From an optimization exercise on the open Yosys and OpenROAD flow, aimed at small area and a short achievable clock period; shortcuts taken in it are not production practice. RTL that was checked went through simulation tests only; none was proved equivalent to the original. Only the layout flow was run in runs 5 to 7; the RTL was not checked for function there. Power and IR drop assume default switching activity.

<file path="flow/config.mk">
export PLATFORM = sky130hd
export DESIGN_NAME = ex_top
export DESIGN_NICKNAME = ex_top
export VERILOG_FILES = /design/flow/design.v
export SDC_FILE = /design/flow/constraint.sdc
export NUM_CORES = 4
export LEC_CHECK = 0
export CAP_MARGIN = 20
export CORE_MARGIN = 2
export CORE_UTILIZATION = 40
export SETUP_SLACK_MARGIN = 0.2
export SLEW_MARGIN = 20
</file>
<file path="flow/constraint.sdc">
create_clock -name core_clock -period 6.5 [get_ports {clk}]
set_input_delay 1.3000 -clock core_clock [delete_from_list [all_inputs] [get_ports {clk}]]
set_output_delay 1.3000 -clock core_clock [all_outputs]
set_load 0.01 [all_outputs]
</file>
<file path="flow/design.v">
package ex_bus_pkg;
    localparam int XLEN = 32;
    localparam int ADDR_W = 32;
    localparam int REG_ADDR_W = 5;
    localparam int BYTES_PER_WORD = XLEN / 8;
    typedef logic [XLEN-1:0] word_t;
    typedef logic [ADDR_W-1:0] addr_t;
    typedef logic [REG_ADDR_W-1:0] reg_addr_t;
    typedef logic [BYTES_PER_WORD-1:0] byte_sel_t;
    localparam int SHAMT_W = 5;
    localparam addr_t INST_STEP = 32'd4;
endpackage
package rv_isa_pkg;
    typedef logic [6:0] opcode_t;
    typedef logic [2:0] funct3_t;
    typedef logic [6:0] funct7_t;
    localparam int OPCODE_LSB = 0;
    localparam int OPCODE_W = 7;
    localparam int FUNCT3_LSB = 12;
    localparam int FUNCT3_W = 3;
    localparam int FUNCT7_LSB = 25;
    localparam int FUNCT7_W = 7;
    localparam int ALT_BIT = 30;
    localparam opcode_t OP_R = 7'b0110011;
    localparam opcode_t OP_I = 7'b0010011;
    localparam opcode_t OP_S = 7'b0100011;
    localparam opcode_t OP_L = 7'b0000011;
    localparam opcode_t OP_B = 7'b1100011;
    localparam opcode_t OP_LUI = 7'b0110111;
    localparam opcode_t OP_AUIPC = 7'b0010111;
    localparam opcode_t OP_JAL = 7'b1101111;
    localparam opcode_t OP_JALR = 7'b1100111;
    localparam funct7_t FUNCT7_ZERO = 7'b0000000;
    localparam funct7_t FUNCT7_ALT = 7'b0100000;
    localparam funct3_t FUNCT3_ADD_SUB = 3'b000;
    localparam funct3_t FUNCT3_SLL = 3'b001;
    localparam funct3_t FUNCT3_SLT = 3'b010;
    localparam funct3_t FUNCT3_SLTU = 3'b011;
    localparam funct3_t FUNCT3_XOR = 3'b100;
    localparam funct3_t FUNCT3_SRL_SRA = 3'b101;
    localparam funct3_t FUNCT3_OR = 3'b110;
    localparam funct3_t FUNCT3_AND = 3'b111;
    localparam funct3_t FUNCT3_BEQ = 3'b000;
    localparam funct3_t FUNCT3_BNE = 3'b001;
    localparam funct3_t FUNCT3_BLT = 3'b100;
    localparam funct3_t FUNCT3_BGE = 3'b101;
    localparam funct3_t FUNCT3_BLTU = 3'b110;
    localparam funct3_t FUNCT3_BGEU = 3'b111;
    localparam funct3_t FUNCT3_SB = 3'b000;
    localparam funct3_t FUNCT3_SH = 3'b001;
    localparam funct3_t FUNCT3_SW = 3'b010;
    localparam funct3_t FUNCT3_LB = 3'b000;
    localparam funct3_t FUNCT3_LH = 3'b001;
    localparam funct3_t FUNCT3_LW = 3'b010;
    localparam funct3_t FUNCT3_LBU = 3'b100;
    localparam funct3_t FUNCT3_LHU = 3'b101;
    typedef enum logic [3:0] {
        ALU,
        LUI,
        AUIPC,
        LOAD,
        STORE,
        BRANCH,
        JAL,
        JALR,
        NONE
    } op_class_t;
endpackage
module ex_top (
    input logic clk,
    input logic arst_n,
    input logic [31:0] pc,
    input logic [31:0] inst,
    input logic [31:0] reg1,
    input logic [31:0] reg2,
    input logic [31:0] imm,
    input logic [4:0] id_rd_addr,
    input logic id_rd_we,
    input logic [31:0] ram_rdata,
    output logic ram_req,
    output logic ram_we,
    output logic [3:0] ram_sel,
    output logic [31:0] ram_addr,
    output logic [31:0] ram_wdata,
    output logic [4:0] rd_addr,
    output logic [31:0] rd_wdata,
    output logic rd_we,
    output logic jump_flag,
    output logic [31:0] jump_addr
);
    logic [6:0] opc;
    logic [2:0] f3;
    logic alt;
    assign opc = inst[6:0];
    assign f3 = inst[14:12];
    assign alt = inst[30];
    logic is_r, r_ok, is_i, is_lui, is_auipc, is_ld, is_st, is_br, is_jal, is_jalr;
    logic valid;
    assign is_r = (opc == 7'b0110011);
    assign r_ok = is_r && (inst[29:25] == 5'b00000) && !inst[31];
    assign is_i = (opc == 7'b0010011);
    assign is_lui = (opc == 7'b0110111);
    assign is_auipc = (opc == 7'b0010111);
    assign is_ld = (opc == 7'b0000011);
    assign is_st = (opc == 7'b0100011);
    assign is_br = (opc == 7'b1100011);
    assign is_jal = (opc == 7'b1101111);
    assign is_jalr = (opc == 7'b1100111);
    assign valid = r_ok | is_i | is_lui | is_auipc | is_ld | is_st | is_br | is_jal | is_jalr;
    logic sel_r1, sel_pc;
    logic [31:0] base, xsum;
    assign sel_r1 = !inst[4] && !inst[3] && (!inst[6] || inst[2]);
    assign sel_pc = (inst[4] && !inst[5]) || (inst[6] && !inst[2]) || inst[3];
    assign base = ({32{sel_r1}} & reg1) | ({32{sel_pc}} & pc);
    assign xsum = base + imm;
    logic [31:0] b, bx, ysum;
    logic sub, cout, lt_u, lt_s, eq;
    logic [33:0] yfull;
    assign b = inst[5] ? reg2 : imm;
    assign sub = (|f3) | (inst[5] & (inst[30] | inst[6]));
    assign bx = b ^ {32{sub}};
    assign yfull = {1'b0, reg1, 1'b1} + {1'b0, bx, sub};
    assign ysum = yfull[32:1];
    assign cout = yfull[33];
    assign lt_u = !cout;
    assign lt_s = lt_u ^ reg1[31] ^ b[31];
    assign eq = (ysum == 32'd0);
    logic [31:0] r1_rev, s0, s1, s2, s3, s4, s5, sr, sl;
    logic fill;
    logic [4:0] sh;
    always_comb begin
        for (int i = 0; i < 32; i++) r1_rev[i] = reg1[31-i];
    end
    assign sh = b[4:0];
    assign fill = f3[2] & alt & reg1[31];
    assign s0 = f3[2] ? reg1 : r1_rev;
    assign s1 = sh[0] ? {{1{fill}}, s0[31:1]} : s0;
    assign s2 = sh[1] ? {{2{fill}}, s1[31:2]} : s1;
    assign s3 = sh[2] ? {{4{fill}}, s2[31:4]} : s2;
    assign s4 = sh[3] ? {{8{fill}}, s3[31:8]} : s3;
    assign s5 = sh[4] ? {{16{fill}}, s4[31:16]} : s4;
    assign sr = s5;
    always_comb begin
        for (int i = 0; i < 32; i++) sl[i] = sr[31-i];
    end
    logic [31:0] alu;
    always_comb begin
        case (f3)
            3'b000: alu = ysum;
            3'b001: alu = sl;
            3'b010: alu = {31'd0, lt_s};
            3'b011: alu = {31'd0, lt_u};
            3'b100: alu = reg1 ^ b;
            3'b101: alu = sr;
            3'b110: alu = reg1 | b;
            default: alu = reg1 & b;
        endcase
    end
    logic [1:0] a;
    logic [7:0] rbyte;
    logic [15:0] rhalf;
    logic [31:0] ld;
    assign a = xsum[1:0];
    assign rbyte = ram_rdata[a*8 +: 8];
    assign rhalf = a[1] ? ram_rdata[31:16] : ram_rdata[15:0];
    always_comb begin
        case (f3)
            3'b000: ld = {{24{rbyte[7]}}, rbyte};
            3'b100: ld = {24'd0, rbyte};
            3'b001: ld = a[0] ? 32'd0 : {{16{rhalf[15]}}, rhalf};
            3'b101: ld = a[0] ? 32'd0 : {16'd0, rhalf};
            3'b010: ld = ram_rdata;
            default: ld = 32'd0;
        endcase
    end
    logic cond, take;
    logic [31:0] link;
    assign cond = f3[2] ? ((f3[1] ? lt_u : lt_s) ^ f3[0]) : (!f3[1] & (eq ^ f3[0]));
    assign take = (is_br & cond) | is_jal | is_jalr;
    assign link = {pc[31:2] + 30'd1, pc[1:0]};
    logic use_alu, use_x, use_ld, use_link;
    logic [31:0] result;
    assign use_alu = inst[4] & !inst[2];
    assign use_x = inst[4] & inst[2];
    assign use_ld = !inst[4] & !inst[6] & !inst[5];
    assign use_link = inst[6] & inst[2];
    assign result = ({32{use_alu}} & alu) | ({32{use_x}} & xsum)
                  | ({32{use_ld}} & ld) | ({32{use_link}} & link);
    logic st_ok, ld_ok, sb, sh_, sw;
    assign st_ok = is_st & !f3[2] & !(f3[1] & f3[0]);
    assign ld_ok = is_ld & !(f3[1] & (f3[0] | f3[2]));
    assign ram_req = st_ok | ld_ok;
    assign ram_we = st_ok;
    assign ram_addr = xsum;
    assign sb = !f3[1] & !f3[0];
    assign sh_ = f3[0];
    assign sw = f3[1];
    assign ram_sel[0] = sw | (!a[1] & !a[0]);
    assign ram_sel[1] = sw | (sb & !a[1] & a[0]) | (sh_ & !a[1] & !a[0]);
    assign ram_sel[2] = sw | (a[1] & !a[0]);
    assign ram_sel[3] = sw | (sb & a[1] & a[0]) | (sh_ & a[1] & !a[0]);
    assign ram_wdata[7:0] = reg2[7:0];
    assign ram_wdata[15:8] = sb ? reg2[7:0] : reg2[15:8];
    assign ram_wdata[23:16] = sw ? reg2[23:16] : reg2[7:0];
    assign ram_wdata[31:24] = sw ? reg2[31:24] : (sh_ ? reg2[15:8] : reg2[7:0]);
    always_ff @(posedge clk or negedge arst_n) begin
        if (!arst_n) begin
            rd_we <= 1'b0;
            jump_flag <= 1'b0;
        end else begin
            rd_we <= id_rd_we && valid;
            jump_flag <= take;
        end
    end
    always_ff @(posedge clk) begin
        rd_addr <= id_rd_addr;
        rd_wdata <= result;
        jump_addr <= {xsum[31:1], xsum[0] & !(inst[2] & !inst[3])};
    end
endmodule
</file>
<file path="flow/flow/run.sh">
#!/bin/bash
# Standard layout, with the port buffers made from the smallest plain buffer.
cp standard.sh standard_sh_copy.txt
cp config.mk config_mk_copy.txt
export BUFFER_PORTS_ARGS="-buffer_cell sky130_fd_sc_hd__buf_1"
bash standard.sh > standard.log 2>&1
</file>
<file path="flow/standard.sh">
#!/bin/bash
# synth_recipe.tcl (not shown) runs the flow's synth.tcl, then flattens the netlist and writes it again
# the make line also repeats each setting of config.mk as NAME=value (left out here)
make -C /OpenROAD-flow-scripts/flow DESIGN_CONFIG=/design/flow/config.mk WORK_HOME=/design/flow/orfs CLKGATE_MAP_FILE= SYNTH_SCRIPT=/design/flow/synth_recipe.tcl "${@:-finish}"
</file>
==> impl_metrics.tcl, run 1 <==
set metrics [dict create \
    outcome "complete, no violations" \
    vias 16200 \
    min_path_type "in2async" \
    path_delay_family "compound AO/OA/AOI/OAI gates" \
    worstPathRequired_ns 5.20 \
    cts.path.max_buffers 2 \
    grt_max_degree 56 \
    ys_top_cells_by_area "ha_1, dfxtp_1, mux2i_1" \
    drt_iter0_drc 1918 \
    drv_slew 0 \
    track_usage_pct 41.8 \
    syn_area_um2 12900 \
    ys_seq_area_share_pct 11.1 \
    dp_hpwl_um 60000 \
    finalHoldViolations 0 \
    endpoint_kind "primary output" \
    arrival_ns 4.93 \
    synth_top_family_by_area "compound AO/OA/AOI/OAI gates" \
    drv_cap 0 \
    cts-root-buf "clkbuf_16" \
    post-route-drc-count 0 \
    worst-path-buf-inv 9 \
    crit_cells 23 \
    netlist_instances 1706 \
    synthToLayoutAreaGrowth_pct 26.3 \
    synth_compound_area_share_pct 29.4 \
    finalCoreUtilization_pct 51.4 \
    core_area_um2 31600 \
    synth_ff_type "dfxtp_1" \
    htreeDepth 3 \
    first_global_vias 15000 \
    clkTransAtPathRegs_ns 0.07 \
    cts_sinks 71 \
    fmax_mhz 161 \
    drt_pass1_iterations 5 \
    initial_core_util_pct 40.7 \
    setup_viol 0 \
    gp_congestion 1.08 \
    period_share_pct 95.8 \
    yosys.area_share.simple_pct 15.4 \
    n_fill_cell 3245 \
    synth-xor-area-share_pct 8.09 \
    die_w_um 183 \
    antenna_found_initial 3 \
    leakage_nw 7.12 \
    cp_slowest_cell "ha_1" \
    synth-seq-cells 71 \
    path_cells "buf_1 > inv_2 > a21oi_4 > buf_6 > buf_4 > o21ai_4 > buf_4 > a22o_1 > ha_1 > nor2b_2 > o21ai_2 > a2111oi_2 > buf_4 > o31ai_2 > buf_4 > nor3_1 > a311oi_1 > buf_4 > o221ai_4 > o221a_4 > nor2_4 > xnor2_2 > buf_2" \
    yosys.area_share.adder_pct 12.7 \
    peakVddDrop_uv 133 \
    cts_tree "built" \
    p_per_area_nw_per_um2 198 \
    worstPathMaxFanout 5 \
    synth-async-reset-ratio_pct 2.82 \
    cpMostUsedCell "buf_4" \
    total_power_mw 3.23 \
    grt_pass1_wl_um 102000 \
    io_buffers 325 \
    worst-slew-pin-transition_ns 1.05 \
    avgSynthCellArea_um2 7.55 \
    nets 2461 \
    startpoint_type "input pin" \
    viasPerCell 6.38 \
    synth_top_area_share_pct 12.5 \
    slew_headroom_pct 30.0 \
    hold_slack_ns 0.711 \
    synth_warnings 1 \
    critical-path-max-stage-delay_ns 0.29 \
    gr-total-overflow 0 \
    yosys.area.top_type "ha_1" \
    synth_mux_area_share_pct 16.5 \
    rsz0062_at_grt "true" \
    wirelength_um 72400 \
    rows 65 \
    num_io_pins 341 \
    cts_inserted_buffers 9 \
    yosysUniqueCellTypes 77 \
    path_class "in2out" \
    final_antenna_net_count 0 \
    drive_above_1_share_pct 15.8 \
    pre_cts_ws_ns -0.202 \
    fin_ws_ns 0.275 \
    postCtsHoldBufs 0 \
    die_h_um 183 \
    wl_per_cell_um 28.5 \
    dieArea_um2 33700 \
    syn_nets 2036 \
    synth_edf_count 0 \
    timing.final.crit_period_ns 6.23 \
]
## layer usage
| layer | GRT usage, % | up-vias | routed length [um] |
|---|---|---|---|
| li1 | - | 7204 | - |
| met4 | 26.5 | 4 | 5280 |
| met1 | 53.4 | 7735 | 28500 |
| met2 | 65.4 | 1031 | 31600 |
| met5 | 0 | - | 26 |
| met3 | 7.21 | 214 | 6910 |
## through the flow
| step | area, um^2 | setup TNS, ns | std cells |
|---|---|---|---|
| after floorplan | 12900 | 0 | 1706 |
| after global placement | 15700 | -0.486 | 2514 |
| after detailed placement | 15700 | -0.493 | 2514 |
| after CTS | 16100 | 0 | 2531 |
| after global routing | 16300 | 0 | 2538 |
| final | 16300 | 0 | 2539 |
## power by group
part | total, mW | internal [mW] | switching, mW
Clock | 0.606 | 0.381 | 0.224
Sequential | 0.556 | 0.528 | 0.0274
Combinational | 2.06 | 0.795 | 1.27
## layout by cell type (no fill, tap or decap), types with 5 or more instances in the layout
cell type	count
buf_4	203
a22o_1	33
and4_1	6
a21o_1	45
a21oi_1	147
a211oi_1	19
nand2b_1	15
clkbuf_16	10
a31oi_1	19
a221o_1	5
o21ai_0	141
ha_1	128
o31a_1	8
o211ai_1	24
o221ai_1	11
xnor2_1	83
nor3_1	26
mux2i_1	96
inv_1	89
nand4_1	15
nand2_1	136
and3_1	21
dfxtp_1	69
mux2_2	28
o21a_1	8
or3_1	10
a221oi_1	17
buf_1	317
xor2_1	34
o21ai_1	5
mux4_2	35
and2_1	9
o21bai_1	10
nor4_1	7
a211o_1	5
a22oi_1	19
nand3_1	40
o22ai_1	25
nor2_1	105
## synth_stat cells, types with 10 or more instances
master,number
buf_4,10
xnor2_1,85
nor3_1,27
a221oi_1,17
a21o_1,45
nand2b_1,15
a22o_1,33
nor2_1,109
mux2i_1,100
a31oi_1,19
buf_1,17
nand3_1,40
inv_1,90
a21oi_1,150
o21bai_1,10
clkbuf_1,82
xor2_1,34
nand4_1,15
and3_1,21
or3_1,10
mux4_2,35
mux2_2,28
dfxtp_1,69
o211ai_1,24
o22ai_1,26
o221ai_1,13
and2_1,10
nand2_1,137
a22oi_1,19
o21ai_0,145
ha_1,129
a211oi_1,19
## cell type report
type	instances	area [um^2]	share of cell area (%)
Clock buffer	9	225	1.38
Clock inverter	7	128	0.785
Antenna cell	1	2.50	0.0154
Sequential cell	71	1430	8.80
Timing Repair Buffer	534	2860	17.6
Multi-Input combinational cell	1422	10800	66.2
Tap cell	402	503	3.09
Inverter	93	349	2.15
## flip-flops by register name, indices dropped and copies added (netlist names)
signal,cells
rd_we,1
rd_wdata,32
jump_addr,32
jump_flag,1
rd_addr,5
## kinds of logic after synthesis
kind of cell,count (synthesis)
AO/OA/AOI/OAI,590
XOR/XNOR,119
adder cells (fa/ha/maj),130
buffers and inverters,213
flip-flops,71
multiplexers,164
AND/OR/NAND/NOR,419
## path summary, 6_finish.rpt
check / startpoint / endpoint / slack (ns)
max: inst[2] / ram_addr[30] / 0.27
min: arst_n / rd_we$_DFF_PN0_ / 0.71
max in group asynchronous: arst_n / jump_flag$_DFF_PN0_ / 5.66
min in group core_clock: id_rd_addr[4] / rd_addr[4]$_DFF_P_ / 1.03
## timing repair
action | 4_1_cts | 5_1_grt
gates resized for setup | 19 | 23
pin swaps | 5 | 10
setup endpoints to repair | 8 | 7
setup buffers | 1 | 6
cloned | 0 | 1
==> run 2, diff against run 1 <==
--- a/flow/config.mk
+++ b/flow/config.mk
@@ -8,5 +8,5 @@
 export CAP_MARGIN = 20
 export CORE_MARGIN = 2
-export CORE_UTILIZATION = 40
-export SETUP_SLACK_MARGIN = 0.2
+export CORE_UTILIZATION = 55
+export SETUP_SLACK_MARGIN = 2.5
 export SLEW_MARGIN = 20
==> run 2 against run 1 <==
  * Still clean on timing, DRC and antenna
  * Combinational power up 23%
  * Hold slack better by 0.014 ns
  * Cell count down 2.6%
  * Die area down 27%
  * Setup slack better by 0.26 ns
  * Critical path depth down 4
  * Sequential power about the same
  * Wire length down 0.63%
  * Clock-buffer cell count up 1
  * Largest cell class unchanged
  * Highest routed layer is now met4
==> impl_metrics.tcl, run 2 <==
set metrics [dict create \
    drv_cap 0 \
    leakage_nw 7.91 \
    reg_top3 "jump_addr (32), rd_wdata (32), rd_addr (5)" \
    ys_seq_area_share_pct 11.1 \
    synth-async-reset-ratio_pct 2.82 \
    syn_nets 2036 \
    fmax_mhz 168 \
    path_class "in2out" \
    peakVddDrop_uv 151 \
    cts_sinks 71 \
    power_frac_comb_pct 70.1 \
    die_h_um 157 \
    drive_above_1_share_pct 29.6 \
    startpoint_type "input pin" \
    htreeDepth 3 \
    track_usage_pct 54.0 \
    nets 2479 \
    postCtsHoldBufs 0 \
    synth_top_area_share_pct 12.5 \
    core_area_um2 23300 \
    wirelength_um 72000 \
    vias 17800 \
    clkTransAtPathRegs_ns 0.06 \
    worst-slew-pin-transition_ns 1.20 \
    finalHoldViolations 0 \
    fin_setup_tns_ns 0 \
    p_sw_share_pct 48.0 \
    cts.path.max_buffers 2 \
    synth-seq-cells 71 \
    dp_hpwl_um 50300 \
    worstPathMaxFanout 13 \
    die_w_um 157 \
    rsz0062_at_grt "true" \
    ys_top_cells_by_area "ha_1, dfxtp_1, mux2i_1" \
    yosysUniqueCellTypes 77 \
    netlist_instances 1706 \
    dieArea_um2 24700 \
    synth_warnings 1 \
    min_path_type "in2async" \
    p_int_mw 1.88 \
    period_share_pct 91.8 \
    clock_power_share_pct 14.6 \
    avgSynthCellArea_um2 7.55 \
    p_per_area_nw_per_um2 192 \
    arrival_ns 4.67 \
    mostFrequentLayoutCell "buf_1" \
    power_frac_seq_pct 15.4 \
    endpoint_kind "primary output" \
    num_io_pins 341 \
    rows 56 \
    initial_core_util_pct 55.4 \
    final_cell_mix "buf_1, buf_4, nand2_1" \
    worstPathRequired_ns 5.20 \
    drv_slew 0 \
    drt_iter0_drc 3105 \
    yosys-top-cells-count "a21oi_1, o21ai_0, nand2_1" \
    antenna_found_initial 2 \
    timing.final.crit_period_ns 5.97 \
    yosys.area.top_type "ha_1" \
    synthToLayoutAreaGrowth_pct 46.1 \
    cts_inserted_buffers 9 \
    synth_ff_type "dfxtp_1" \
    syn_area_um2 12900 \
    post-synth-top-count-cell "a21oi_1" \
    drt_pass1_iterations 19 \
    grt_pass1_wl_um 98900 \
    n_fill_cell 1579 \
    synth_edf_count 0 \
    viasPerCell 7.21 \
    regArea_um2 1430 \
    switchingPower_mw 1.73 \
    multiInputGateArea_um2 12600 \
    setup_viol 0 \
    io_buffers 325 \
    gr-total-overflow 0 \
    slew_headroom_pct 19.7 \
    total_power_mw 3.61 \
    wl_per_cell_um 29.1 \
    cts-root-buf "clkbuf_16" \
    gp_congestion 1.11 \
    final_antenna_net_count 0 \
    outcome "complete, no violations" \
    grt_max_degree 62 \
    cts_tree "built" \
    post-route-drc-count 0 \
    first_global_vias 16200 \
]
-- run 2: cell types whose count changed in the layout (fill, tap and decap cells not counted), sizes merged --
cell,previous run,this run
clkinvlp,0,6
bufinv,3,1
buf,529,535
clkinv,2,3
nor2,109,110
bufbuf,0,5
clkbuf,14,17
inv,95,93
-- run 2: layout make-up --
cell class | count | area share, %
timing repair buffer | 547 | 19.2
timing repair inverter | 4 | 0.173
antenna | 1 | 0.0133
clock inverter | 6 | 0.359
sequential | 71 | 7.61
clock buffer | 10 | 1.22
inverter | 93 | 2.11
tap | 319 | 2.12
multi-input combinational | 1423 | 67.2
-- run 2: power by group through the flow --
| stage | clock network (mW) | logic, mW | registers, mW |
|---|---|---|---|
| finish | 0.526 | 2.53 | 0.555 |
| global route | 0.536 | 2.62 | 0.562 |
| CTS | 0.520 | 2.20 | 0.554 |
| detailed placement | 0 | 1.82 | 0.562 |
| global placement | 0 | 1.80 | 0.560 |
| floorplan | 0 | 1.16 | 0.610 |
-- run 2: what timing repair did --
item | in CTS | in global routing
resized for setup | 287 | 141
gates cloned | 10 | 6
setup endpoints to repair | 105 | 82
buffers inserted | 91 | 44
pin swaps | 90 | 71
-- run 2: worst paths after layout --
path / startpoint / depth (start not counted) / slack [ns] / to
worst min-delay path: arst_n / 1 / 0.73 / jump_flag$_DFF_PN0_
min in group core_clock: id_rd_addr[0] / 1 / 1.04 / rd_addr[0]$_DFF_P_
worst max-delay path: inst[6] / 19 / 0.53 / ram_addr[31]
max in group asynchronous: arst_n / 1 / 5.64 / rd_we$_DFF_PN0_
-- run 2: worst max-delay path, cell delays in order --
cell and delay, ns:
buf_6 0.10, a21oi_4 0.16, buf_6 0.14, o21ai_4 0.09, buf_12 0.17, a22o_4 0.23
ha_4 0.22, a21o_1 0.17, a21o_1 0.16, a21o_1 0.16, a31o_2 0.22, a221o_1 0.35
a21oi_4 0.22, o221ai_4 0.17, o22ai_2 0.25, o21ai_2 0.10, nor2_2 0.15, xnor2_2 0.13
buf_2 0.15
-- run 2: metrics by stage --
stage               area, um^2  setup slack [ns]  instances  utilization (%)  hold slack [ns]
floorplan                13700             0.884       1706                -             1.00
global placement         15200             0.324       2306             65.2             1.09
detailed placement       15200             0.275       2306             65.2             1.09
CTS                      17700             0.684       2423             76.0            0.734
global route             18800             0.470       2473             80.9            0.732
finish                   18800             0.530       2474             80.9            0.725
-- run 2: logic make-up (layout without fill, tap and decap cells) --
| kind of cell | Yosys count | count (layout) | synth area share, % |
|---|---|---|---|
| multiplexers | 164 | 164 | 16.5 |
| AO/OA/AOI/OAI | 590 | 590 | 29.4 |
| AND/OR/NAND/NOR | 419 | 420 | 15.4 |
| other | 0 | 1 | 0 |
| flip-flops | 71 | 71 | 11.1 |
| XOR/XNOR | 119 | 119 | 8.09 |
| buffers and inverters | 213 | 660 | 6.75 |
| adder cells (fa/ha/maj) | 130 | 130 | 12.7 |
-- run 2: layer usage --
metal	up-vias	global-route usage (%)	share of wire (%)
met5	-	0	0
met4	0	44.0	11
met3	570	18.9	15
met2	1775	78.6	40
met1	8232	63.9	34
li1	7262	-	-
==> run 3, diff against run 2 <==
--- a/flow/config.mk
+++ b/flow/config.mk
@@ -9,4 +9,4 @@
 export CORE_MARGIN = 2
 export CORE_UTILIZATION = 55
-export SETUP_SLACK_MARGIN = 2.5
+export SETUP_SLACK_MARGIN = 1.5
 export SLEW_MARGIN = 20
==> run 3 against run 2 <==
  * Global-route usage increased by 0.066 points
  * Clock power is 12% higher
  * Synthesized area unchanged
  * Hold slack better by 0.00069 ns
  * Final area shrank 9.1%
  * Non-clock buffer count shrank 36
  * Via count decreased by 0.41%
  * Synthesized cell count unchanged
  * Setup slack lost 0.32 ns
  * Flip-flop and latch count stayed put
  * Combinational power is about 10% lower
  * First-iteration DRC count up 7.0%
==> impl_metrics.tcl, run 3 <==
set metrics [dict create \
    switchingPower_mw 1.66 \
    syn_area_um2 12900 \
    first_global_vias 15500 \
    use_met3_pct 19.4 \
    p_per_area_nw_per_um2 200 \
    worstPathRequired_ns 5.20 \
    dp_hpwl_um 51500 \
    netlist_instances 1706 \
    clock_power_share_pct 17.2 \
    worst-slew-pin-transition_ns 1.03 \
    htreeDepth 3 \
    drt_iter0_drc 3322 \
    slew_headroom_pct 31.1 \
    syn_nets 2036 \
    synthToLayoutAreaGrowth_pct 32.7 \
    grt.met1_usage_pct 66.4 \
    use_met2_pct 78.0 \
    path_class "in2out" \
    peakVddDrop_uv 190 \
    dpl-instance-area_um2 14900 \
    track_usage_pct 54.0 \
    power_frac_seq_pct 16.4 \
    synth-async-reset-ratio_pct 2.82 \
    yosys.area_share.adder_pct 12.7 \
    rsz0062_at_grt "true" \
    power_frac_comb_pct 66.4 \
    die_h_um 157 \
    drive_above_1_share_pct 21.6 \
    synth-seq-cells 71 \
    ys_top_cells_by_area "ha_1, dfxtp_1, mux2i_1" \
    finalHoldViolations 0 \
    dieArea_um2 24700 \
    cts-root-buf "clkbuf_16" \
    synth_ff_type "dfxtp_1" \
    gr-max-usage-layer "met2" \
    grt_max_degree 81 \
    grt_pass1_wl_um 98000 \
    leakage_nw 7.32 \
    cts_sinks 71 \
    drt_pass1_iterations 10 \
    min_path_type "in2async" \
    core_area_um2 23300 \
    n_fill_cell 1778 \
    endpoint_kind "primary output" \
    drv_cap 0 \
    vias 17800 \
    nets 2438 \
    yosys-top-cells-count "a21oi_1, o21ai_0, nand2_1" \
    worstPathMaxFanout 7 \
    yosys.area.top_type "ha_1" \
    fin_setup_tns_ns 0 \
    gr-total-overflow 0 \
    drv_slew 0 \
    reg_top3 "jump_addr (32), rd_wdata (32), rd_addr (5)" \
    clkTransAtPathRegs_ns 0.07 \
    viasPerCell 7.27 \
    setup_viol 0 \
    arrival_ns 4.99 \
    wl_per_cell_um 30.1 \
    final_antenna_net_count 0 \
    wirelength_um 73600 \
    num_io_pins 341 \
    rows 56 \
    synth_compound_area_share_pct 29.4 \
    design_area_um2 17100 \
    final_cell_mix "buf_1, buf_4, a21oi_1, nand2_1, o21ai_0" \
    yosys.area_share.simple_pct 15.4 \
    ys_seq_area_share_pct 11.1 \
    period_share_pct 96.8 \
    synth_top_area_share_pct 12.5 \
    cts_inserted_buffers 9 \
    p_int_mw 1.75 \
    startpoint_type "input pin" \
    cts_tree "built" \
    synth-xor-area-share_pct 8.09 \
    timing.final.crit_period_ns 6.29 \
    antenna_found_initial 12 \
    mostFrequentLayoutCell "buf_1" \
    avgSynthCellArea_um2 7.55 \
    initial_core_util_pct 55.4 \
    post-synth-top-count-cell "a21oi_1" \
    post-route-drc-count 0 \
    synth_warnings 1 \
    synth_edf_count 0 \
    die_w_um 157 \
    outcome "complete, no violations" \
    fmax_mhz 159 \
    io_buffers 325 \
    synth_top_family_by_area "compound AO/OA/AOI/OAI gates" \
    yosysUniqueCellTypes 77 \
    synth_mux_area_share_pct 16.5 \
    cts.path.max_buffers 2 \
    p_sw_share_pct 48.6 \
    gp_congestion 1.09 \
]
## run 3: cell counts after synthesis
No cell type changed its count.
## run 3: logic make-up after synthesis
| group | count (synthesis) |
|---|---|
| buf+inv | 213 |
| simple gates | 419 |
| compound gates | 590 |
| xor+xnor | 119 |
| mux | 164 |
| flops | 71 |
| fa+ha+maj | 130 |
## run 3: worst max-delay path by stage
stage,start,endpoint,depth (start not counted)
3_5_place_dp,inst[4],ram_addr[31],18
3_3_place_gp,inst[4],ram_addr[31],18
2_1_floorplan,inst[2],ram_addr[30],20
6_report,inst[2],ram_addr[20],20
4_1_cts,inst[2],ram_addr[31],19
5_1_grt,inst[2],ram_addr[28],20
## run 3: layout make-up
cell class	count	area, um^2	share of cell area (%)
Sequential cell	71	1430	8.37
Clock buffer	10	229	1.34
Timing Repair Buffer	511	2940	17.2
Inverter	93	359	2.10
Clock inverter	6	92.6	0.541
Tap cell	319	399	2.33
Multi-Input combinational cell	1422	11600	68.0
Antenna cell	10	25.0	0.146
## run 3: through the flow
stage               power [mW]  utilization [%]  hold WS (ns)  cells  setup slack (ns)
finish                    3.42             73.5         0.726   2442             0.210
CTS                       3.09             70.1         0.746   2392             0.578
detailed placement        2.35             64.1          1.11   2316             0.136
global route              3.50             73.4         0.737   2434             0.219
floorplan                 1.69                -          1.00   1706             0.884
global placement          2.33             64.1          1.11   2316             0.203
## run 3: what timing repair did
| item | in CTS | in global routing |
|---|---|---|
| gates resized for setup | 131 | 99 |
| pin swaps | 67 | 88 |
| hold buffers | 0 | 0 |
| buffers inserted | 58 | 39 |
| setup endpoints to repair | 40 | 46 |
| cloned | 2 | 1 |
## run 3: power groups by stage
stage	Sequential [mW]	Combinational, mW	Clock, mW
2_1_floorplan	0.610	1.08	0
3_3_place_gp	0.561	1.77	0
3_5_place_dp	0.562	1.79	0
4_1_cts	0.554	1.97	0.571
5_1_grt	0.565	2.34	0.593
6_report	0.559	2.27	0.589
## run 3: critical path, stage by stage
cell,delay [ns]
buf_8,0.11
inv_6,0.05
a21oi_4,0.06
and2_4,0.19
buf_12,0.16
buf_12,0.15
a22o_4,0.30
ha_4,0.26
nor2b_4,0.14
o21ai_4,0.35
a2111oi_4,0.16
o31ai_4,0.46
buf_4,0.19
buf_6,0.11
nor2_4,0.04
a221oi_4,0.25
buf_4,0.18
o21bai_1,0.08
xor2_1,0.25
buf_2,0.19
## run 3: metal layers
metal	vias to the layer above	wire [um]
li1	7185	-
met1	8145	24800
met2	1854	29000
met3	579	12300
met4	2	7510
met5	-	13
==> run 4, diff against run 3 <==
==> flow/run.sh (new file) <==
#!/bin/bash
# synth_recipe.tcl (not shown) runs the flow's synth.tcl, then flattens the netlist and writes it again
# the make line also repeats each setting of config.mk as NAME=value (left out here)
make -C /OpenROAD-flow-scripts/flow DESIGN_CONFIG=/design/flow/config.mk WORK_HOME=/design/flow/orfs CLKGATE_MAP_FILE= SYNTH_SCRIPT=/design/flow/synth_recipe.tcl finish
--- a/flow/config.mk
+++ b/flow/config.mk
@@ -8,5 +8,5 @@
 export CAP_MARGIN = 20
 export CORE_MARGIN = 2
-export CORE_UTILIZATION = 55
-export SETUP_SLACK_MARGIN = 1.5
+export CORE_UTILIZATION = 40
+export SETUP_SLACK_MARGIN = 0.2
 export SLEW_MARGIN = 20
removed: flow/flow/run.sh
removed: flow/standard.sh
==> run 4 against run 3 <==
  * Still clean on timing, DRC and antenna
  * Clock-buffer cell count down 1
  * Sequential power decreased by 0.7%
  * Via count shrank 7.3%
  * Clock power is 8.5% lower
  * Setup slack improved by 0.10 ns
  * Total power is 0.41% lower
  * Wire length grew 2.7%
  * Final area is 7.2% higher
  * Combinational power up 2%
==> impl_metrics.tcl, run 4 <==
set metrics [dict create \
    outcome "complete, no violations" \
    syn_area_um2 12900 \
    cts-root-buf "clkbuf_16" \
    arrival_ns 6.43 \
    rsz0062_at_grt "false" \
    timing.final.crit_period_ns 6.19 \
    synth-async-reset-ratio_pct 2.82 \
    leakage_nw 8.01 \
    multiInputGateArea_um2 10800 \
    crit_path_start "inst[5]" \
    nets 2471 \
    ys_seq_area_share_pct 11.1 \
    peakVddDrop_uv 120 \
    gp_congestion 1.06 \
    cts_inserted_buffers 9 \
    crit_end "jump_flag$_DFF_PN0_" \
    grt_max_degree 53 \
    drv_cap 0 \
    n_fill_cell 2975 \
    synth_edf_count 0 \
    initial_core_util_pct 40.7 \
    gr-total-overflow 0 \
    core_area_um2 31600 \
    antenna_found_initial 7 \
    avgSynthCellArea_um2 7.55 \
    total_power_mw 3.40 \
    synth_warnings 1 \
    dp_cells 2519 \
    die_w_um 183 \
    startpoint_type "input pin" \
    cts_tree "built" \
    cts.path.max_buffers 2 \
    synthToLayoutAreaGrowth_pct 42.3 \
    cts_sinks 71 \
    worstPathMaxFanout 37 \
    synth_top_family_by_area "compound AO/OA/AOI/OAI gates" \
    regArea_um2 1430 \
    first_global_vias 15600 \
    path_class "in2reg" \
    finalHoldViolations 0 \
    clkTransAtPathRegs_ns 0.07 \
    track_usage_pct 43.7 \
    grt_pass1_wl_um 106000 \
    htreeDepth 3 \
    synth_compound_area_share_pct 29.4 \
    die_h_um 183 \
    netlist_instances 1706 \
    final_cells 2550 \
    design_area_um2 18300 \
    yosys.area_share.simple_pct 15.4 \
    synth_mux_area_share_pct 16.5 \
    rows 65 \
    worstPathRequired_ns 6.74 \
    setup_viol 0 \
    yosys.area.top_type "ha_1" \
    syn_nets 2036 \
    drive_above_1_share_pct 16.8 \
    drt_pass1_iterations 8 \
    final_cell_mix "clkdlybuf4s50_1, buf_4, a21oi_1" \
    ys_top_cells_by_area "ha_1, dfxtp_1, mux2i_1" \
    endpoint_kind "register" \
    synth_ff_type "dfxtp_1" \
    wl_per_cell_um 29.6 \
    worst-slew-pin-transition_ns 1.02 \
    yosys.area_share.adder_pct 12.7 \
    fmax_mhz 162 \
    viasPerCell 6.46 \
    hold_slack_ns 1.09 \
    reg_top3 "jump_addr (32), rd_wdata (32), rd_addr (5)" \
    yosys-top-cells-count "a21oi_1, o21ai_0, nand2_1" \
    drt_iter0_drc 1969 \
    dieArea_um2 33700 \
    dp_hpwl_um 62000 \
    wirelength_um 75600 \
    drv_slew 0 \
    mostFrequentLayoutCell "clkdlybuf4s50_1" \
    final_antenna_net_count 0 \
    post-route-drc-count 0 \
    num_io_pins 341 \
    post-synth-top-count-cell "a21oi_1" \
    period_share_pct 95.2 \
    synth-xor-area-share_pct 8.09 \
    vias 16500 \
    min_path_type "in2async" \
    slew_headroom_pct 31.2 \
    yosysUniqueCellTypes 77 \
    p_per_area_nw_per_um2 186 \
    postCtsHoldBufs 0 \
    synth_top_area_share_pct 12.5 \
    dpl-instance-area_um2 17700 \
    synth-seq-cells 71 \
    io_buffers 325 \
]
==> run 4: report_power, final <==
group          internal (mW)  switching, mW
Combinational           1.04           1.27
Sequential             0.528         0.0269
Clock                  0.302          0.237
==> run 4: through the flow <==
| step | TNS [ns] | setup WS, ns | util [%] |
|---|---|---|---|
| 3_5_place_dp | -14.55 | -1.31 | 56.0 |
| 2_1_floorplan | 0 | 0.205 | - |
| 5_1_grt | 0 | 0.218 | 57.9 |
| 6_report | 0 | 0.313 | 58.0 |
| 3_3_place_gp | -13.87 | -1.26 | 56.0 |
| 4_1_cts | 0 | 0.215 | 57.5 |
==> run 4: logic make-up (layout without fill, tap and decap cells) <==
kind of cell             count (synthesis)  count (layout)
XOR/XNOR                               119             119
AND/OR/NAND/NOR                        419             419
flip-flops                              71              71
AO/OA/AOI/OAI                          590             590
multiplexers                           164             164
buffers and inverters                  213             653
other                                    0               2
adder cells (fa/ha/maj)                130             130
==> run 4: critical path, stage by stage <==
cell      delay, ns
buf_2          0.18
buf_4          0.62
o21ai_1        0.22
nand2_2        0.25
buf_12         0.27
xnor2_1        0.15
ha_1           0.32
nand2_1        0.07
nor2_1         0.19
nand3_1        0.12
a211oi_1       0.75
nor2_1         0.24
buf_4          0.21
xor2_1         0.32
and4bb_1       0.40
and4_1         0.32
a31oi_1        0.10
or3b_1         0.36
==> run 4: worst min-delay path by stage <==
stage / start / endpoint / slack [ns] / depth (start not counted)
floorplan: arst_n / jump_flag$_DFF_PN0_ / 1.00 / 0
global placement: arst_n / rd_we$_DFF_PN0_ / 1.47 / 1
detailed placement: arst_n / jump_flag$_DFF_PN0_ / 1.48 / 1
CTS: arst_n / jump_flag$_DFF_PN0_ / 1.09 / 1
global route: arst_n / jump_flag$_DFF_PN0_ / 1.11 / 1
finish: arst_n / jump_flag$_DFF_PN0_ / 1.09 / 1
==> run 4: what timing repair did <==
item                                    4_1_cts  5_1_grt
cloned                                        1        1
pin swaps                                    14       14
setup buffers                                 7        4
endpoints found under the setup margin       24       15
resized for setup                            70       21
==> run 4: layout make-up <==
| cell class | count | share of cell area [%] |
|---|---|---|
| Antenna cell | 2 | 0.0273 |
| Clock buffer | 9 | 1.23 |
| Clock inverter | 7 | 0.444 |
| Inverter | 93 | 1.90 |
| Multi-Input combinational cell | 1422 | 59.1 |
| Sequential cell | 71 | 7.81 |
| Tap cell | 402 | 2.74 |
| Timing Repair Buffer | 544 | 26.7 |
==> run 4: per-layer routing <==
metal  global-route usage, %  share of wire (%)  up-vias
li1                        -                  -     7229
met1                    53.9                 38     7798
met2                    67.7                 43     1177
met3                    10.9                 12      253
met4                    28.3                7.5        6
met5                       0              0.045        -
==> run 5, diff against run 4 <==
--- a/flow/design.v
+++ b/flow/design.v
@@ -108,4 +108,6 @@
     assign is_jalr = (opc == 7'b1100111);
     assign valid = r_ok | is_i | is_lui | is_auipc | is_ld | is_st | is_br | is_jal | is_jalr;
+    logic [31:0] maddr;
+    assign maddr = reg1 + imm;
     logic sel_r1, sel_pc;
     logic [31:0] base, xsum;
@@ -116,8 +118,11 @@
     logic [31:0] b, bx, ysum;
     logic sub, cout, lt_u, lt_s, eq;
+    assign b = inst[5] ? reg2 : imm;
+    assign sub = inst[6] | (!f3[2] & f3[1]) | (!f3[2] & !f3[1] & !f3[0] & inst[5] & alt);
+    assign bx = b ^ {32{sub}};
+    logic [31:0] yp, yg;
     logic [33:0] yfull;
-    assign b = inst[5] ? reg2 : imm;
-    assign sub = (|f3) | (inst[5] & (inst[30] | inst[6]));
-    assign bx = b ^ {32{sub}};
+    assign yp = reg1 ^ bx;
+    assign yg = reg1 & bx;
     assign yfull = {1'b0, reg1, 1'b1} + {1'b0, bx, sub};
     assign ysum = yfull[32:1];
@@ -125,5 +130,5 @@
     assign lt_u = !cout;
     assign lt_s = lt_u ^ reg1[31] ^ b[31];
-    assign eq = (ysum == 32'd0);
+    assign eq = &yp;
     logic [31:0] r1_rev, s0, s1, s2, s3, s4, s5, sr, sl;
     logic fill;
@@ -151,8 +156,8 @@
             3'b010: alu = {31'd0, lt_s};
             3'b011: alu = {31'd0, lt_u};
-            3'b100: alu = reg1 ^ b;
+            3'b100: alu = yp;
             3'b101: alu = sr;
-            3'b110: alu = reg1 | b;
-            default: alu = reg1 & b;
+            3'b110: alu = yp | yg;
+            default: alu = yg;
         endcase
     end
@@ -161,5 +166,5 @@
     logic [15:0] rhalf;
     logic [31:0] ld;
-    assign a = xsum[1:0];
+    assign a = maddr[1:0];
     assign rbyte = ram_rdata[a*8 +: 8];
     assign rhalf = a[1] ? ram_rdata[31:16] : ram_rdata[15:0];
@@ -192,5 +197,5 @@
     assign ram_req = st_ok | ld_ok;
     assign ram_we = st_ok;
-    assign ram_addr = xsum;
+    assign ram_addr = maddr;
     assign sb = !f3[1] & !f3[0];
     assign sh_ = f3[0];
==> flow/flow/run.sh (new file) <==
#!/bin/bash
# Standard layout, with the port buffers made from the smallest plain buffer.
cp standard.sh standard_sh_copy.txt
cp config.mk config_mk_copy.txt
export BUFFER_PORTS_ARGS="-buffer_cell sky130_fd_sc_hd__buf_1"
bash standard.sh > standard.log 2>&1
==> flow/standard.sh (new file) <==
#!/bin/bash
# synth_recipe.tcl (not shown) runs the flow's synth.tcl, then flattens the netlist and writes it again
# the make line also repeats each setting of config.mk as NAME=value (left out here)
make -C /OpenROAD-flow-scripts/flow DESIGN_CONFIG=/design/flow/config.mk WORK_HOME=/design/flow/orfs CLKGATE_MAP_FILE= SYNTH_SCRIPT=/design/flow/synth_recipe.tcl "${@:-finish}"
--- a/flow/config.mk
+++ b/flow/config.mk
@@ -9,4 +9,4 @@
 export CORE_MARGIN = 2
 export CORE_UTILIZATION = 40
-export SETUP_SLACK_MARGIN = 0.2
+export SETUP_SLACK_MARGIN = 1.0
 export SLEW_MARGIN = 20
removed: flow/run.sh
==> run 5 against run 4 <==
  * Wire length is 1.0% higher
  * Synthesized cell count is 15% higher
  * Largest cell class unchanged
  * Still clean on timing, DRC and antenna
  * Global-route usage is 3.1 points lower
==> impl_metrics.tcl, run 5 <==
set metrics [dict create \
    outcome "complete, no violations" \
    path_class "in2out" \
    fmax_mhz 184 \
    vias 17400 \
    startpoint_type "input pin" \
    reg_top3 "jump_addr (32), rd_wdata (32), rd_addr (5)" \
    power_frac_comb_pct 65.3 \
    syn_area_um2 14000 \
    finalHoldViolations 0 \
    gr-max-usage-layer "met2" \
    arrival_ns 4.15 \
    die_h_um 191 \
    synth-async-reset-ratio_pct 2.82 \
    cts-root-buf "clkbuf_16" \
    cts_tree "built" \
    synth_edf_count 0 \
    io_buffers 325 \
    netlist_instances 1955 \
    avgSynthCellArea_um2 7.15 \
    syn_nets 2284 \
    worstPathMaxFanout 3 \
    wl_per_cell_um 28.2 \
    use_met2_pct 60.3 \
    worst-slew-pin-transition_ns 1.14 \
    gp_congestion 1.02 \
    switchingPower_mw 1.63 \
    dieArea_um2 36500 \
    fin_setup_tns_ns 0 \
    postCtsHoldBufs 0 \
    drt_pass1_iterations 6 \
    initial_core_util_pct 40.6 \
    wirelength_um 76400 \
    yosys-top-cells-count "nand2_1, a21oi_1, nor2_1" \
    use_met3_pct 9.45 \
    rsz0062_at_grt "true" \
    rows 68 \
    power_frac_seq_pct 17.6 \
    cts.path.max_buffers 2 \
    num_io_pins 341 \
    yosys.area.top_type "ha_1" \
    setup_viol 0 \
    htreeDepth 3 \
    grt_pass1_wl_um 107000 \
    timing.final.crit_period_ns 5.45 \
    die_w_um 191 \
    clock_power_share_pct 17.1 \
    min_path_type "in2async" \
    crit_path_start "reg1[0]" \
    ys_seq_area_share_pct 10.2 \
    drt_iter0_drc 2356 \
    gr-total-overflow 0 \
    drv_cap 0 \
    ys_top_cells_by_area "ha_1, dfxtp_1, mux2i_1" \
    p_sw_share_pct 51.1 \
    final_antenna_net_count 0 \
    clkTransAtPathRegs_ns 0.05 \
    first_global_vias 16000 \
    final_cell_mix "buf_1, nand2_1, a21oi_1" \
    nets 2573 \
    grt_max_degree 50 \
    synth_top_area_share_pct 11.4 \
    slew_headroom_pct 23.7 \
    period_share_pct 83.8 \
    core_area_um2 34500 \
    cts_sinks 71 \
    drv_slew 0 \
    synth_warnings 1 \
    cts_inserted_buffers 9 \
    post-synth-top-count-cell "nand2_1" \
    peakVddDrop_uv 154 \
    yosysUniqueCellTypes 75 \
    post-route-drc-count 0 \
    endpoint_kind "primary output" \
    worstPathRequired_ns 5.20 \
    antenna_found_initial 3 \
    p_per_area_nw_per_um2 195 \
    dp_hpwl_um 61200 \
    viasPerCell 6.44 \
    leakage_nw 6.95 \
    synth_ff_type "dfxtp_1" \
    mostFrequentLayoutCell "buf_1" \
    p_int_mw 1.57 \
    grt.met1_usage_pct 53.7 \
    synthToLayoutAreaGrowth_pct 17.1 \
    drive_above_1_share_pct 9.87 \
    synth-seq-cells 71 \
    finalCoreUtilization_pct 47.5 \
    track_usage_pct 40.6 \
    n_fill_cell 3629 \
]
-- run 5: cell count changes in the layout (fill, tap and decap cells not counted), moves of 16 or more --
cell | previous run | this run
a21oi_1 | 146 | 185
buf_1 | 0 | 308
buf_4 | 212 | 80
clkdlybuf4s50_1 | 302 | 0
nand2_1 | 136 | 200
nor2_1 | 105 | 179
o21ai_0 | 139 | 123
xnor2_1 | 83 | 104
-- run 5: area by class of cell --
| cell class | instances | area (um^2) | area share [%] |
|---|---|---|---|
| tap | 455 | 569 | 3.47 |
| timing repair buffer | 406 | 1890 | 11.5 |
| antenna | 2 | 5.00 | 0.0305 |
| inverter | 97 | 364 | 2.22 |
| sequential | 71 | 1430 | 8.74 |
| clock inverter | 5 | 57.6 | 0.351 |
| clock buffer | 11 | 233 | 1.42 |
| multi-input combinational | 1659 | 11800 | 72.3 |
-- run 5: final timing paths --
path	to	slack, ns	cells past startpoint
max	ram_addr[30]	1.05	17
min	jump_flag$_DFF_PN0_	0.70	1
max in group asynchronous	rd_we$_DFF_PN0_	5.68	1
min in group core_clock	rd_addr[3]$_DFF_P_	1.00	1
-- run 5: power by group through the flow --
stage          clock [mW]  combinational [mW]  sequential, mW
2_1_floorplan           0                1.20           0.614
3_3_place_gp            0                1.98           0.570
3_5_place_dp            0                1.97           0.570
4_1_cts             0.556                2.00           0.563
5_1_grt             0.568                2.21           0.569
6_report            0.549                2.09           0.563
-- run 5: metrics by stage --
| stage | power, mW | setup WS [ns] | cells | cell area [um^2] | hold slack [ns] |
|---|---|---|---|---|---|
| after floorplan | 1.81 | 1.11 | 1955 | 14000 | 1.00 |
| after global placement | 2.55 | 0.386 | 2682 | 15900 | 1.08 |
| after detailed placement | 2.54 | 0.404 | 2682 | 15900 | 1.09 |
| after CTS | 3.12 | 0.950 | 2699 | 16200 | 0.688 |
| after global routing | 3.34 | 0.895 | 2706 | 16400 | 0.696 |
| final | 3.20 | 1.05 | 2706 | 16400 | 0.696 |
-- run 5: critical path, stage by stage --
cell and delay (ns):
buf_4 0.12, ha_4 0.17, fa_2 0.39, a211oi_2 0.24, o311ai_1 0.14, a31oi_1 0.18, buf_4 0.15, o21ai_2 0.04
buf_4 0.16, and2_4 0.17, o21ai_4 0.15, a211oi_2 0.09, buf_4 0.16, a211oi_4 0.29, a21oi_2 0.09, xor2_1 0.16
buf_2 0.14
-- run 5: cells by family after synthesis --
| group | count (synthesis) | share of synthesized area, % |
|---|---|---|
| adders and majority gates | 129 | 11.6 |
| AOI/OAI and AO/OA | 667 | 30.8 |
| muxes | 151 | 13.7 |
| xor gates and xnor gates | 144 | 9.02 |
| and+or+nand+nor | 568 | 18.1 |
| DFF | 71 | 10.2 |
| buffers and inverters | 225 | 6.53 |
-- run 5: timing repair --
item                       in CTS  in global routing
setup endpoints to repair      10                 16
pin swaps                       2                 11
gates resized for setup        21                 41
buffers inserted                1                  5
-- run 5: metal layers --
metal | up-vias | wire length, um
met5 | - | 9
met4 | 2 | 5000
met3 | 246 | 8300
met2 | 1204 | 32000
met1 | 8224 | 31000
li1 | 7759 | -
==> run 6, diff against run 5 <==
--- a/flow/design.v
+++ b/flow/design.v
@@ -115,5 +115,9 @@
     assign sel_pc = (inst[4] && !inst[5]) || (inst[6] && !inst[2]) || inst[3];
     assign base = ({32{sel_r1}} & reg1) | ({32{sel_pc}} & pc);
-    assign xsum = base + imm;
+    logic [31:0] xp, xg, xc;
+    assign xp = base ^ imm;
+    assign xg = base & imm;
+    ex_prefix u_xpfx (.p(xp), .g(xg), .c(xc));
+    assign xsum = xp ^ {xc[30:0], 1'b0};
     logic [31:0] b, bx, ysum;
     logic sub, cout, lt_u, lt_s, eq;
@@ -121,11 +125,11 @@
     assign sub = inst[6] | (!f3[2] & f3[1]) | (!f3[2] & !f3[1] & !f3[0] & inst[5] & alt);
     assign bx = b ^ {32{sub}};
-    logic [31:0] yp, yg;
-    logic [33:0] yfull;
+    logic [31:0] yp, yg, yg0, yc;
     assign yp = reg1 ^ bx;
     assign yg = reg1 & bx;
-    assign yfull = {1'b0, reg1, 1'b1} + {1'b0, bx, sub};
-    assign ysum = yfull[32:1];
-    assign cout = yfull[33];
+    assign yg0 = {yg[31:1], yg[0] | (yp[0] & sub)};
+    ex_prefix u_ypfx (.p(yp), .g(yg0), .c(yc));
+    assign ysum = yp ^ {yc[30:0], sub};
+    assign cout = yc[31];
     assign lt_u = !cout;
     assign lt_s = lt_u ^ reg1[31] ^ b[31];
@@ -224,2 +228,26 @@
     end
 endmodule
+module ex_prefix (
+    input logic [31:0] p,
+    input logic [31:0] g,
+    output logic [31:0] c
+);
+    logic [31:0] gg, pp, gn, pn;
+    always_comb begin
+        gg = g;
+        pp = p;
+        for (int l = 0; l < 5; l++) begin
+            gn = gg;
+            pn = pp;
+            for (int i = 0; i < 32; i++) begin
+                if (((i >> l) & 1) == 1) begin
+                    gn[i] = gg[i] | (pp[i] & gg[((i >> l) << l) - 1]);
+                    pn[i] = pp[i] & pp[((i >> l) << l) - 1];
+                end
+            end
+            gg = gn;
+            pp = pn;
+        end
+        c = gg;
+    end
+endmodule
--- a/flow/config.mk
+++ b/flow/config.mk
@@ -9,4 +9,4 @@
 export CORE_MARGIN = 2
 export CORE_UTILIZATION = 40
-export SETUP_SLACK_MARGIN = 1.0
+export SETUP_SLACK_MARGIN = 0.2
 export SLEW_MARGIN = 20
==> run 6 against run 5 <==
  * Still clean on timing, DRC and antenna
  * Die area fell by 6.7%
  * Wire length fell by 7.5%
  * Cell count is 8.3% lower
  * Global-route usage about the same
  * Sequential power shrank 0.7%
  * Setup slack got worse by 0.72 ns
  * Hold slack about the same
  * Final area down 5.9%
  * Total power is 8.2% lower
  * Critical endpoint unchanged
  * Largest power group unchanged
  * Highest routed layer unchanged
==> impl_metrics.tcl, run 6 <==
set metrics [dict create \
    outcome "complete, no violations" \
    fmax_mhz 162 \
    initial_core_util_pct 40.3 \
    die_w_um 184 \
    synthToLayoutAreaGrowth_pct 18.3 \
    core_area_um2 32300 \
    cts.path.max_buffers 2 \
    final_cells 2482 \
    gr-total-overflow 0 \
    drive_above_1_share_pct 9.22 \
    finalCoreUtilization_pct 47.7 \
    antenna_found_initial 5 \
    slew_headroom_pct 30.3 \
    avgSynthCellArea_um2 7.61 \
    startpoint_type "input pin" \
    gp_congestion 1.06 \
    yosys.area.top_type "ha_1" \
    drv_cap 0 \
    path_delay_family "compound AO/OA/AOI/OAI gates" \
    final_cell_mix "buf_1, nor2_1, a21oi_1" \
    post-route-drc-count 0 \
    path_cells "buf_1 > ha_1 > fa_1 > a21oi_1 > o22ai_1 > o211a_1 > a221oi_1 > o21ai_0 > nor3b_1 > o41ai_1 > buf_4 > nor2_1 > a211oi_1 > buf_1" \
    final_antenna_net_count 0 \
    p_per_area_nw_per_um2 190 \
    synth_warnings 2 \
    grt.met1_usage_pct 51.3 \
    drt_pass1_iterations 9 \
    die_h_um 184 \
    critical-path-max-stage-delay_ns 0.40 \
    cts_tree "built" \
    synth-async-reset-ratio_pct 2.82 \
    setup_viol 0 \
    dieArea_um2 34000 \
    netlist_instances 1711 \
    gr-max-usage-layer "met2" \
    synth_ff_type "dfxtp_1" \
    yosys-top-cells-count "nor2_1, a21oi_1, nand2_1" \
    endpoint_kind "primary output" \
    rows 66 \
    arrival_ns 4.86 \
    first_global_vias 14600 \
    worstPathMaxFanout 6 \
    drv_slew 0 \
    yosysUniqueCellTypes 76 \
    grt_max_degree 110 \
    cts-root-buf "clkbuf_16" \
    finalHoldViolations 0 \
    synth_edf_count 0 \
    design_area_um2 15400 \
    use_met3_pct 10.4 \
    dpl-instance-area_um2 15100 \
    syn_area_um2 13000 \
    wl_per_cell_um 28.5 \
    reg_top3 "jump_addr (32), rd_wdata (32), rd_addr (5)" \
    pre_cts_ws_ns 0.478 \
    fin_setup_tns_ns 0 \
    dp_hpwl_um 56800 \
    worst-path-buf-inv 3 \
    htreeDepth 3 \
    hold_slack_ns 0.696 \
    timing.final.crit_period_ns 6.16 \
    worst-slew-pin-transition_ns 1.04 \
    dp_cells 2464 \
    synth-seq-cells 71 \
    postCtsHoldBufs 0 \
    total_power_mw 2.94 \
    ys_seq_area_share_pct 11.0 \
    leakage_nw 6.59 \
    syn_nets 2048 \
    post_cts_buffers 0 \
    cts_inserted_buffers 9 \
    track_usage_pct 40.6 \
    cp_slowest_cell "fa_1" \
    clkTransAtPathRegs_ns 0.06 \
    mostFrequentLayoutCell "buf_1" \
    ys_top_cells_by_area "ha_1, dfxtp_1, mux2i_1" \
    viasPerCell 6.37 \
    path_class "in2out" \
    wirelength_um 70600 \
    nets 2370 \
    num_io_pins 341 \
    fin_ws_ns 0.338 \
    crit_path_start "reg1[0]" \
    vias 15800 \
    io_buffers 325 \
    min_path_type "in2async" \
    cpMostUsedCell "buf_1" \
    grt_pass1_wl_um 98700 \
    use_met2_pct 60.6 \
    post-synth-top-count-cell "nor2_1" \
    cts_sinks 71 \
    synth_top_area_share_pct 12.1 \
    rsz0062_at_grt "false" \
    peakVddDrop_uv 199 \
    cts_resized 0 \
    period_share_pct 94.8 \
    drt_iter0_drc 1980 \
    worstPathRequired_ns 5.20 \
]
[run 6: cell types whose count changed in the layout (fill, tap and decap cells not counted), sizes merged, moves of 13 or more]
cell | before | now
a21oi | 190 | 142
nor3 | 40 | 27
xor2 | 40 | 71
nand2 | 201 | 138
buf | 395 | 415
a21o | 48 | 34
nor2 | 182 | 157
xnor2 | 104 | 57
[run 6: cell type report]
class | instances | area [um^2]
Fill cell | 3359 | 16900
Multi-Input combinational cell | 1439 | 10800
Timing Repair Buffer | 419 | 1960
Sequential cell | 71 | 1430
Tap cell | 442 | 553
Inverter | 93 | 349
Clock buffer | 10 | 239
Clock inverter | 6 | 67.6
Antenna cell | 2 | 5.00
[run 6: kinds of logic after synthesis]
family          after synthesis  share of synthesized area, %
buf+inv                     201                          6.27
simple gates                451                          15.8
fa+ha+maj                   137                          13.8
flops                        71                          11.0
mux                         153                          15.8
compound gates              570                          28.8
xor+xnor                    128                          8.61
[run 6: worst max path at each step]
stage,to,slack [ns],cells past startpoint
after CTS,ram_addr[30],0.46,14
final,ram_addr[30],0.34,14
after global routing,ram_addr[30],0.27,14
after detailed placement,ram_addr[30],0.48,14
after global placement,ram_addr[30],0.48,14
after floorplan,rd_wdata[17]$_DFF_P_,0.65,22
[run 6: layer usage]
metal	wire [um]	up-vias
met4	5520	4
met2	29800	1094
met3	7970	218
met1	27400	7482
li1	-	7014
met5	26	-
[run 6: power breakdown]
group / switching (mW) / leakage [nW] / internal [mW]
combinational: 1.18 / 5.83 / 0.657
clock: 0.233 / 0.145 / 0.309
sequential: 0.0293 / 0.608 / 0.530
==> run 7, diff against run 6 <==
--- a/flow/config.mk
+++ b/flow/config.mk
@@ -9,4 +9,4 @@
 export CORE_MARGIN = 2
 export CORE_UTILIZATION = 40
-export SETUP_SLACK_MARGIN = 0.2
+export SETUP_SLACK_MARGIN = 1.0
 export SLEW_MARGIN = 20
==> run 7 against run 6 <==
  * Clock-buffer cell count rose by 2
  * Clock power shrank 6.1%
  * Setup slack improved by 0.71 ns
  * Critical path depth unchanged
  * Highest routed layer is now met4
  * Largest cell class unchanged
  * Largest power group unchanged
  * Die area is the same
==> impl_metrics.tcl, run 7 <==
set metrics [dict create \
    timing.final.crit_period_ns 5.45 \
    final_antenna_net_count 0 \
    slew_headroom_pct 21.4 \
    peakVddDrop_uv 137 \
    startpoint_type "input pin" \
    n_fill_cell 3311 \
    post-route-drc-count 0 \
    core_area_um2 32300 \
    synth_top_family_by_area "compound AO/OA/AOI/OAI gates" \
    wirelength_um 70100 \
    yosys.area_share.simple_pct 15.8 \
    finalHoldViolations 0 \
    yosys.area_share.adder_pct 13.8 \
    dp_hpwl_um 56000 \
    ys_top_cells_by_area "ha_1, dfxtp_1, mux2i_1" \
    yosys-top-cells-count "nor2_1, a21oi_1, nand2_1" \
    cts_tree "built" \
    antenna_found_initial 1 \
    cts-root-buf "clkbuf_16" \
    finalCoreUtilization_pct 48.3 \
    synth_ff_type "dfxtp_1" \
    avgSynthCellArea_um2 7.61 \
    rsz0062_at_grt "false" \
    yosys.area.top_type "ha_1" \
    synth_mux_area_share_pct 15.8 \
    num_io_pins 341 \
    final_cell_mix "buf_1, nor2_1, nand2_1" \
    syn_area_um2 13000 \
    fin_ws_ns 1.05 \
    design_area_um2 15600 \
    worst-slew-pin-transition_ns 1.18 \
    min_path_type "in2async" \
    drive_above_1_share_pct 11.0 \
    htreeDepth 3 \
    synth_compound_area_share_pct 28.8 \
    cts.path.max_buffers 2 \
    drt_pass1_iterations 6 \
    synth-xor-area-share_pct 8.61 \
    synthToLayoutAreaGrowth_pct 19.6 \
    reg_top3 "jump_addr (32), rd_wdata (32), rd_addr (5)" \
    worstPathRequired_ns 5.20 \
    synth_edf_count 0 \
    arrival_ns 4.15 \
    worstPathMaxFanout 6 \
    synth-seq-cells 71 \
    post-synth-top-count-cell "nor2_1" \
    synth_top_area_share_pct 12.1 \
    grt_pass1_wl_um 97900 \
    dpl-instance-area_um2 15000 \
    gp_congestion 1.10 \
    yosysUniqueCellTypes 76 \
    period_share_pct 83.9 \
    p_per_area_nw_per_um2 189 \
    postCtsHoldBufs 0 \
    drv_slew 0 \
    leakage_nw 6.63 \
    hold_slack_ns 0.711 \
    ys_seq_area_share_pct 11.0 \
    die_h_um 184 \
    total_power_mw 2.94 \
    vias 16000 \
    track_usage_pct 40.0 \
    setup_viol 0 \
    grt_max_degree 110 \
    outcome "complete, no violations" \
    fmax_mhz 183 \
    drt_iter0_drc 2296 \
    initial_core_util_pct 40.3 \
    dieArea_um2 34000 \
    rows 66 \
    syn_nets 2048 \
    synth-async-reset-ratio_pct 2.82 \
    clkTransAtPathRegs_ns 0.06 \
    cts_sinks 71 \
    path_class "in2out" \
    dp_cells 2458 \
    fin_setup_tns_ns 0 \
    gr-total-overflow 0 \
    pre_cts_ws_ns 0.512 \
    io_buffers 325 \
    die_w_um 184 \
    first_global_vias 14500 \
    final_cells 2484 \
    cts_inserted_buffers 9 \
    wl_per_cell_um 28.2 \
    endpoint_kind "primary output" \
    synth_warnings 2 \
    nets 2373 \
    mostFrequentLayoutCell "buf_1" \
    viasPerCell 6.43 \
    drv_cap 0 \
    netlist_instances 1711 \
]
-- run 7: repair_timing --
item                       in CTS  in global routing
setup buffers                   6                  3
gates cloned                    0                  0
setup endpoints to repair      14                 18
resized for setup              13                 33
pin swaps                       5                  6
-- run 7: kinds of logic (layout without fill, tap and decap cells) --
| group | count (synthesis) | in the layout |
|---|---|---|
| flip-flops | 71 | 71 |
| other | 0 | 1 |
| buffers and inverters | 201 | 531 |
| AND/OR/NAND/NOR | 451 | 451 |
| XOR/XNOR | 128 | 128 |
| AO/OA/AOI/OAI | 570 | 570 |
| multiplexers | 153 | 153 |
| adder cells (fa/ha/maj) | 137 | 137 |
-- run 7: power breakdown --
group          switching, mW  internal [mW]  total [mW]
Combinational           1.20          0.673        1.87
Sequential            0.0303          0.530       0.560
Clock                  0.237          0.271       0.509
Total                   1.46           1.47        2.94
-- run 7: final cells by class --
cell class | count | area [um^2] | share of cell area (%)
Multi-Input combinational cell | 1439 | 11000 | 70.4
Timing Repair Buffer | 422 | 1990 | 12.8
Sequential cell | 71 | 1430 | 9.19
Tap cell | 442 | 553 | 3.55
Inverter | 93 | 349 | 2.24
Clock buffer | 12 | 246 | 1.58
Clock inverter | 4 | 30.0 | 0.193
Antenna cell | 1 | 2.50 | 0.0161
-- run 7: worst max-delay path by stage --
stage	start	to
3_5_place_dp	reg1[0]	ram_addr[30]
3_3_place_gp	reg1[0]	ram_addr[30]
6_report	reg1[0]	ram_addr[30]
2_1_floorplan	inst[2]	rd_wdata[17]$_DFF_P_
4_1_cts	reg1[0]	ram_addr[30]
5_1_grt	imm[0]	ram_addr[30]
-- run 7: worst max-delay path, cell delays in order --
cell and delay [ns]:
buf_2 0.17, ha_4 0.20, fa_2 0.37, a21oi_4 0.16
o22ai_2 0.12, o211a_1 0.32, a221oi_4 0.29, o21ai_2 0.13
nor3b_2 0.19, o41ai_2 0.30, buf_4 0.18, nor2_1 0.05
a211oi_2 0.20, buf_2 0.16
-- run 7: routing by layer --
layer	global-route usage, %	vias to the layer above	part of all wire [%]
met2	60.4	1155	42
li1	-	7009	-
met4	24.5	0	7.6
met1	53.3	7595	39
met5	0	-	0
met3	6.52	213	11

==> port drivers added, routing unchanged <==
How much do the figures lean on ideal ports? The routed layouts below were timed once more, with nothing changed but the port constraints. Step 1: set_driving_cell puts a clkbuf_16 on clk and a buf_2 on each other input, an assumption about the parent block. Step 2 adds t to the input delays and takes it off the output delays; t is the mean of the earliest and latest rising clock arrival at the registers after step 1. Input paths then give back, and output paths get back, about the clock's delay inside the block. Three values: ideal, step 1, step 2; two values: the first two.
run	t, ns	setup slack, ns	worst hold slack (ns)	worst setup path after step 2	worst slew at a driven data input, ns
run 1	0.405	0.275 / 0.250 / 0.250	0.711 / 0.690 / 1.095	input to output	0.07
run 2	0.402	0.530 / 0.477 / 0.477	0.725 / 0.697 / 1.100	input to output	0.12
run 3	0.406	0.210 / 0.163 / 0.163	0.726 / 0.703 / 1.110	input to output	0.09
run 4	0.415	0.313 / 0.330 / -0.085	1.090 / 1.071 / 1.486	input to register	0.08
run 5	0.436	1.055 / 1.027 / 0.673	0.696 / 0.664 / 1.100	input to register	0.09
run 6	0.430	0.338 / 0.318 / 0.318	0.696 / 0.667 / 1.097	input to output	0.09
run 7	0.413	1.049 / 1.028 / 0.794	0.711 / 0.682 / 1.095	input to register	0.08
With both steps, setup timing fails in run 4, where it was met with ideal ports. For run 4, which loses most, drivers alone change the setup slack by +0.017 ns; drivers and shift together by -0.398 ns.
